From an optimization exercise on the open Yosys and OpenROAD flow, aimed at small area, a short achievable clock period and few clock cycles per item; shortcuts taken in it are not production practice.
At most, simulation tests tie the RTL to the original design; equivalence was not proved.

==> branch zinc: inputs <==
==> flow/design.v <==
module dts_match (
    input  logic [31:0]  w,
    input  logic [3:0]   avail_ge,     
    input  logic [127:0] cfg_bytes,    
    input  logic [11:0]  leff,         
    output logic         match,
    output logic [1:0]   num,
    output logic [2:0]   len
);
    logic [3:0] m;
    always_comb begin
        for (int d = 0; d < 4; d++) begin
            m[d] = (leff[3*d +: 3] != 3'd0);
            for (int j = 0; j < 4; j++) begin
                if (leff[3*d +: 3] > 3'(j) &&
                    (!avail_ge[j] || w[8*j +: 8] != cfg_bytes[32*d + 8*j +: 8])) begin
                    m[d] = 1'b0;
                end
            end
        end
    end
    always_comb begin
        match = |m;
        num   = m[0] ? 2'd0 : m[1] ? 2'd1 : m[2] ? 2'd2 : 2'd3;
        len   = leff[3*num +: 3];
    end
endmodule
module delimiter_text_splitter_core (
    input  logic        aclk,
    input  logic        aresetn,
    input  logic        cfg_we,
    input  logic [2:0]  cfg_addr,
    input  logic [31:0] cfg_wdata,
    input  logic        s_tvalid,
    output logic        s_tready,
    input  logic [7:0]  s_tdata,    
    input  logic        s_tlast,
    output logic        m_tvalid,
    input  logic        m_tready,
    output logic [47:0] m_tdata,    
    output logic [3:0]  m_tuser,    
    output logic        m_tlast
);
    logic [127:0] cfg_bytes;
    logic [11:0]  cfg_lens;
    logic [2:0]   cfg_count;
    logic [11:0]  leff;
    logic [5:0]   cfg_en;
    logic [31:0]  cfg_d0, cfg_d1, cfg_d2, cfg_d3;
    logic [11:0]  cfg_d4;
    logic [2:0]   cfg_d5;
    always_comb begin
        for (int k = 0; k < 6; k++) begin
            cfg_en[k] = !aresetn || (cfg_we && cfg_addr == 3'(k));
        end
        cfg_d0 = aresetn ? cfg_wdata : 32'h0000_0A0A;
        cfg_d1 = aresetn ? cfg_wdata : 32'h0000_000A;
        cfg_d2 = aresetn ? cfg_wdata : 32'h0000_0009;
        cfg_d3 = aresetn ? cfg_wdata : 32'h0000_202E;
        cfg_d4 = aresetn ? cfg_wdata[11:0] : 12'o2112;
        cfg_d5 = aresetn ? cfg_wdata[2:0] : 3'd3;
    end
    always_ff @(posedge aclk) begin
        if (cfg_en[0]) cfg_bytes[31:0]   <= cfg_d0;
        if (cfg_en[1]) cfg_bytes[63:32]  <= cfg_d1;
        if (cfg_en[2]) cfg_bytes[95:64]  <= cfg_d2;
        if (cfg_en[3]) cfg_bytes[127:96] <= cfg_d3;
        if (cfg_en[4]) cfg_lens          <= cfg_d4;
        if (cfg_en[5]) cfg_count         <= cfg_d5;
    end
    always_comb begin
        for (int d = 0; d < 4; d++) begin
            logic [2:0] c;
            c = cfg_lens[3*d +: 3];
            if (c > 3'd4) c = 3'd4;
            if (cfg_count <= 3'(d)) c = 3'd0;
            leff[3*d +: 3] = c;
        end
    end
    logic        rdy_q;                  
    logic        in_v, in_l;
    logic [7:0]  in_d;
    logic [31:0] rb;                     
    logic [3:0]  rv, rl;                 
    logic        mr_match;               
    logic [1:0]  mr_num;
    logic [2:0]  mr_len;
    logic [1:0]  skip;
    logic [1:0]  hrun;                   
    logic        phase;                  
    logic [20:0] qr;
    logic        near;
    logic [2:0]  pr;
    logic        o_v;
    logic [19:0] o_off;
    logic [20:0] o_len;
    logic        o_hit, o_tl, o_fin;
    logic [1:0]  o_num;
    logic [19:0] nstart;                 
    logic [21:0] d0;                     
    function automatic logic [2:0] head_yield(input logic v0, input logic l0,
                                              input logic m, input logic [1:0] sk,
                                              input logic [1:0] hr, input logic ph);
        logic h;
        h = v0 && sk == 2'd0 && m && !ph;
        head_yield = {h, v0 && (h || l0), l0 && h && hr != 2'd3};
    endfunction
    logic        flush, shift, load, hit, produce, split, fin;
    logic [3:0]  avail_ge;
    logic        match;
    logic [1:0]  mnum;
    logic [2:0]  mlen;
    logic [2:0]  lx;
    logic        t_tl;
    logic [20:0] t_end;
    logic [21:0] len_raw;
    logic [20:0] t_len;
    assign flush = !in_v && (rv[3] ? rl[3] : rv[2] ? rl[2] : rv[1] ? rl[1] : rv[0] && rl[0]);
    assign {hit, produce, split} = head_yield(rv[0], rl[0], mr_match, skip, hrun, phase);
    assign fin   = rl[0] && !split;
    assign load  = (in_v || flush) && produce && !o_v;
    assign shift = (in_v || flush) && (!produce || !o_v) && !split;
    assign avail_ge = {!(rl[1] || rl[2] || rl[3]), !(rl[1] || rl[2]), !rl[1], 1'b1};
    dts_match u_match (
        .w         ({in_d, rb[31:8]}),
        .avail_ge  (avail_ge),
        .cfg_bytes (cfg_bytes),
        .leff      (leff),
        .match     (match),
        .num       (mnum),
        .len       (mlen)
    );
    always_comb begin
        logic [2:0] a4;                  
        logic [2:0] s3;
        logic [2:0] t3;
        a4      = rl[0] ? 3'd3 : rl[1] ? 3'd2 : rl[2] ? 3'd1 : 3'd0;
        t_tl    = near && (pr > a4);
        lx      = hit ? mr_len : 3'd1;
        s3      = {1'b0, d0[1:0]} + lx;
        len_raw = {s3[2] ? d0[21:2] + 20'd1 : d0[21:2], s3[1:0]};
        t_len   = len_raw[21] ? 21'd0 : len_raw[20:0];
        t3      = {1'b0, qr[1:0]} + lx;
        t_end   = {t3[2] ? qr[20:2] + 19'd1 : qr[20:2], t3[1:0]};
    end
    logic [3:0]  rv_nx, rl_nx;
    logic        mr_match_nx;
    logic [1:0]  skip_nx, hrun_nx;
    logic        phase_nx;
    logic [20:0] qr_nx;
    logic        near_nx;
    logic [2:0]  pr_nx;
    always_comb begin
        logic [2:0] a4n;
        logic [2:0] qlo;
        logic       adv;                 
        a4n         = '0;
        qlo         = '0;
        adv         = 1'b0;
        rv_nx       = rv;
        rl_nx       = rl;
        mr_match_nx = mr_match;
        skip_nx     = skip;
        hrun_nx     = hrun;
        phase_nx    = phase;
        qr_nx       = qr;
        near_nx     = near;
        pr_nx       = pr;
        if (load && split) begin
            phase_nx = 1'b1;
        end
        if (shift) begin
            rv_nx       = {in_v, rv[3:1]};
            rl_nx       = {in_v && in_l, rl[3:1]};
            mr_match_nx = match;
            phase_nx    = 1'b0;
            if (!rv[0]) begin
                skip_nx = '0;
            end else if (skip != 2'd0) begin
                skip_nx = skip - 2'd1;
            end else if (mr_match) begin
                skip_nx = 2'(mr_len - 3'd1);
            end
            if (!rv[0] || rl[0] || !hit) begin
                hrun_nx = '0;
            end else if (hrun != 2'd3) begin
                hrun_nx = hrun + 2'd1;
            end
            adv = rv[0] && !rl[0];
            a4n = rl[1] ? 3'd3 : rl[2] ? 3'd2 : rl[3] ? 3'd1 : 3'd0;
            if (adv) begin
                near_nx = near || qr == 21'h0FFFFB;
                pr_nx   = !near ? 3'd0 : (pr == 3'd4) ? 3'd4 : pr + 3'd1;
            end else begin
                near_nx = 1'b0;
                pr_nx   = 3'd0;
            end
            qlo = (pr_nx > a4n) ? a4n : pr_nx;
            if (near_nx) begin
                qr_nx = {19'h3FFFF, qlo[1:0]};
            end else if (adv) begin
                qr_nx = qr + 21'd1;
            end else begin
                qr_nx = '0;
            end
        end
        if (!aresetn) begin
            rv_nx    = '0;
            phase_nx = 1'b0;
        end
    end
    always_ff @(posedge aclk) begin
        rv    <= rv_nx;
        phase <= phase_nx;
    end
    always_ff @(posedge aclk) begin
        if (shift) begin
            rb       <= {in_d, rb[31:8]};
            mr_num   <= mnum;
            mr_len   <= mlen;
        end
        rl       <= rl_nx;
        mr_match <= mr_match_nx;
        skip     <= skip_nx;
        hrun     <= hrun_nx;
        qr       <= qr_nx;
        d0       <= {1'b0, qr_nx} - {2'b00, nstart};
        near     <= near_nx;
        pr       <= pr_nx;
    end
    logic in_v_nx, o_v_nx;
    logic [2:0] y_nx;
    assign in_v_nx = rdy_q ? s_tvalid : in_v;
    assign o_v_nx  = load || (o_v && !m_tready);
    assign y_nx    = head_yield(rv_nx[0], rl_nx[0], mr_match_nx, skip_nx, hrun_nx, phase_nx);
    always_ff @(posedge aclk) begin
        if (!aresetn) begin
            in_v  <= 1'b0;
            rdy_q <= 1'b1;
        end else begin
            in_v  <= in_v_nx;
            rdy_q <= !in_v_nx || ((!y_nx[1] || !o_v_nx) && !y_nx[0]);
        end
    end
    always_ff @(posedge aclk) begin
        if (rdy_q) begin
            in_d <= s_tdata;
            in_l <= s_tlast;
        end
    end
    always_ff @(posedge aclk) begin
        if (!aresetn) begin
            o_v    <= 1'b0;
            nstart <= '0;
        end else begin
            o_v <= o_v_nx;
            if (load) begin
                nstart <= fin ? 20'd0 : (t_end[20] ? 20'hFFFFF : t_end[19:0]);
            end
        end
    end
    always_ff @(posedge aclk) begin
        o_off <= ({20{load}} & nstart) | ({20{!load}} & o_off);
        o_len <= ({21{load}} & t_len) | ({21{!load}} & o_len);
        o_hit <= (load & hit) | (!load & o_hit);
        o_num <= ({2{load & hit}} & mr_num) | ({2{!load}} & o_num);
        o_tl  <= (load & t_tl) | (!load & o_tl);
        o_fin <= (load & fin) | (!load & o_fin);
    end
    assign s_tready = rdy_q;
    assign m_tvalid = o_v;
    assign m_tdata  = {7'd0, o_len, o_off};
    assign m_tuser  = {o_tl, o_num, o_hit};
    assign m_tlast  = o_fin;
endmodule
==> flow/flow/run.sh <==
#!/bin/bash
# The standard layout with buf_2 port buffers, and timing repair aimed at a
# setup slack well above zero so that the layout's paths get sized for speed.
set -euo pipefail
bash standard.sh BUFFER_PORTS_ARGS="-buffer_cell sky130_fd_sc_hd__buf_2" SETUP_SLACK_MARGIN=11.9 TNS_END_PERCENT=100 finish > standard_flow.log 2>&1
==> flow/standard.sh <==
#!/bin/bash
# synth_recipe.tcl (not shown) runs the flow's synth.tcl, then flattens the netlist and writes it again
# the make line also repeats each setting of config.mk as NAME=value (left out here)
make -C /OpenROAD-flow-scripts/flow DESIGN_CONFIG=/design/flow/config.mk WORK_HOME=/design/flow/orfs CLKGATE_MAP_FILE= SYNTH_SCRIPT=/design/flow/synth_recipe.tcl "${@:-finish}"
==> flow/config.mk <==
export PLATFORM = sky130hd
export DESIGN_NAME = delimiter_text_splitter_core
export DESIGN_NICKNAME = delimiter_text_splitter_core
export VERILOG_FILES = /design/flow/design.v
export SDC_FILE = /design/flow/constraint.sdc
export NUM_CORES = 4
export LEC_CHECK = 0
export CAP_MARGIN = 20
export CORE_MARGIN = 2
export CORE_UTILIZATION = 40
export CTS_CLUSTER_DIAMETER = 80
export CTS_CLUSTER_SIZE = 24
export SLEW_MARGIN = 20
==> flow/constraint.sdc <==
create_clock -name core_clock -period 16.0 [get_ports {aclk}]
set_input_delay 3.2000 -clock core_clock [delete_from_list [all_inputs] [get_ports {aclk}]]
set_output_delay 3.2000 -clock core_clock [all_outputs]
set_load 0.01 [all_outputs]
==> branch cedar (differences from branch zinc) <==
--- a/flow/design.v
+++ b/flow/design.v
@@ -97,7 +97,6 @@
     logic        o_hit, o_tl, o_fin;
     logic [1:0]  o_num;
     logic [19:0] nstart;                 
-    logic [21:0] d0;                     
     function automatic logic [2:0] head_yield(input logic v0, input logic l0,
                                               input logic m, input logic [1:0] sk,
                                               input logic [1:0] hr, input logic ph);
@@ -113,7 +112,7 @@
     logic [2:0]  lx;
     logic        t_tl;
     logic [20:0] t_end;
-    logic [21:0] len_raw;
+    logic [21:0] d0, len_raw;
     logic [20:0] t_len;
     assign flush = !in_v && (rv[3] ? rl[3] : rv[2] ? rl[2] : rv[1] ? rl[1] : rv[0] && rl[0]);
     assign {hit, produce, split} = head_yield(rv[0], rl[0], mr_match, skip, hrun, phase);
@@ -137,6 +136,7 @@
         a4      = rl[0] ? 3'd3 : rl[1] ? 3'd2 : rl[2] ? 3'd1 : 3'd0;
         t_tl    = near && (pr > a4);
         lx      = hit ? mr_len : 3'd1;
+        d0      = {1'b0, qr} - {2'b00, nstart};
         s3      = {1'b0, d0[1:0]} + lx;
         len_raw = {s3[2] ? d0[21:2] + 20'd1 : d0[21:2], s3[1:0]};
         t_len   = len_raw[21] ? 21'd0 : len_raw[20:0];
@@ -224,7 +224,6 @@
         skip     <= skip_nx;
         hrun     <= hrun_nx;
         qr       <= qr_nx;
-        d0       <= {1'b0, qr_nx} - {2'b00, nstart};
         near     <= near_nx;
         pr       <= pr_nx;
     end
@@ -260,12 +259,14 @@
         end
     end
     always_ff @(posedge aclk) begin
-        o_off <= ({20{load}} & nstart) | ({20{!load}} & o_off);
-        o_len <= ({21{load}} & t_len) | ({21{!load}} & o_len);
-        o_hit <= (load & hit) | (!load & o_hit);
-        o_num <= ({2{load & hit}} & mr_num) | ({2{!load}} & o_num);
-        o_tl  <= (load & t_tl) | (!load & o_tl);
-        o_fin <= (load & fin) | (!load & o_fin);
+        if (load) begin
+            o_off <= nstart;
+            o_len <= t_len;
+            o_hit <= hit;
+            o_num <= hit ? mr_num : 2'd0;
+            o_tl  <= t_tl;
+            o_fin <= fin;
+        end
     end
     assign s_tready = rdy_q;
     assign m_tvalid = o_v;
CORE_UTILIZATION = 50   (was 40)
==> results.cfg <==
[status]
outcome = complete, no violations

[power]
p_seq_mw = 0.904
power_frac_clock_pct = 30.4

[finish]
design.seq.count = 289
drive_above_1_share_pct = 17.6

[global_routing]
grt.met1_usage_pct = 27.1
grt_start_max_net_pins = 63
The numbers above come from branch cedar.

==> results.cfg <==
[finish]
drive_above_1_share_pct = 18.4
design.seq.count = 311

[global_routing]
grt_start_max_net_pins = 50
grt_pass1_wl_um = 50400
grt_pass1_vias = 9281

[power]
power_frac_clock_pct = 31.4
p_seq_mw = 0.967

[status]
outcome = complete, no violations

[clocking]
worst_setup_hold_path_clk_slew_ns = 0.10
The numbers above come from branch zinc.

Testbench counts of branch zinc, summed over its fixed seeds: cycles 169,958, bytes 166,651.
The RTL of branch cedar was laid out without a check of its function.

==> static timing again, ports no longer ideal <==
The flow's constraints put no driver on any port. The routed layouts listed below were extracted and timed again, unchanged, in two steps. Step 1 sets driving cells, clkbuf_16 on the clock port and buf_2 on the other inputs (assumed; they add their load-dependent delay and slew). Step 2 times the ports against the registers' clock, not the clock port: input delays grow and output delays shrink by t, the midpoint of the rising clock arrivals with the driver on. Slacks: ideal / step 1 / step 2; pairs: ideal / step 1.
run | shift t [ns] | setup slack, ns | clock arrival spread, ns
branch zinc | 0.561 | 11.711 / 11.663 / 11.464 | 0.028 / 0.029
branch cedar | 0.558 | 11.715 / 11.666 / 11.416 | 0.020 / 0.020
After both steps setup and hold are still met in every run listed. For branch cedar, which loses most, drivers alone change the setup slack by -0.049 ns; drivers and shift together by -0.299 ns.
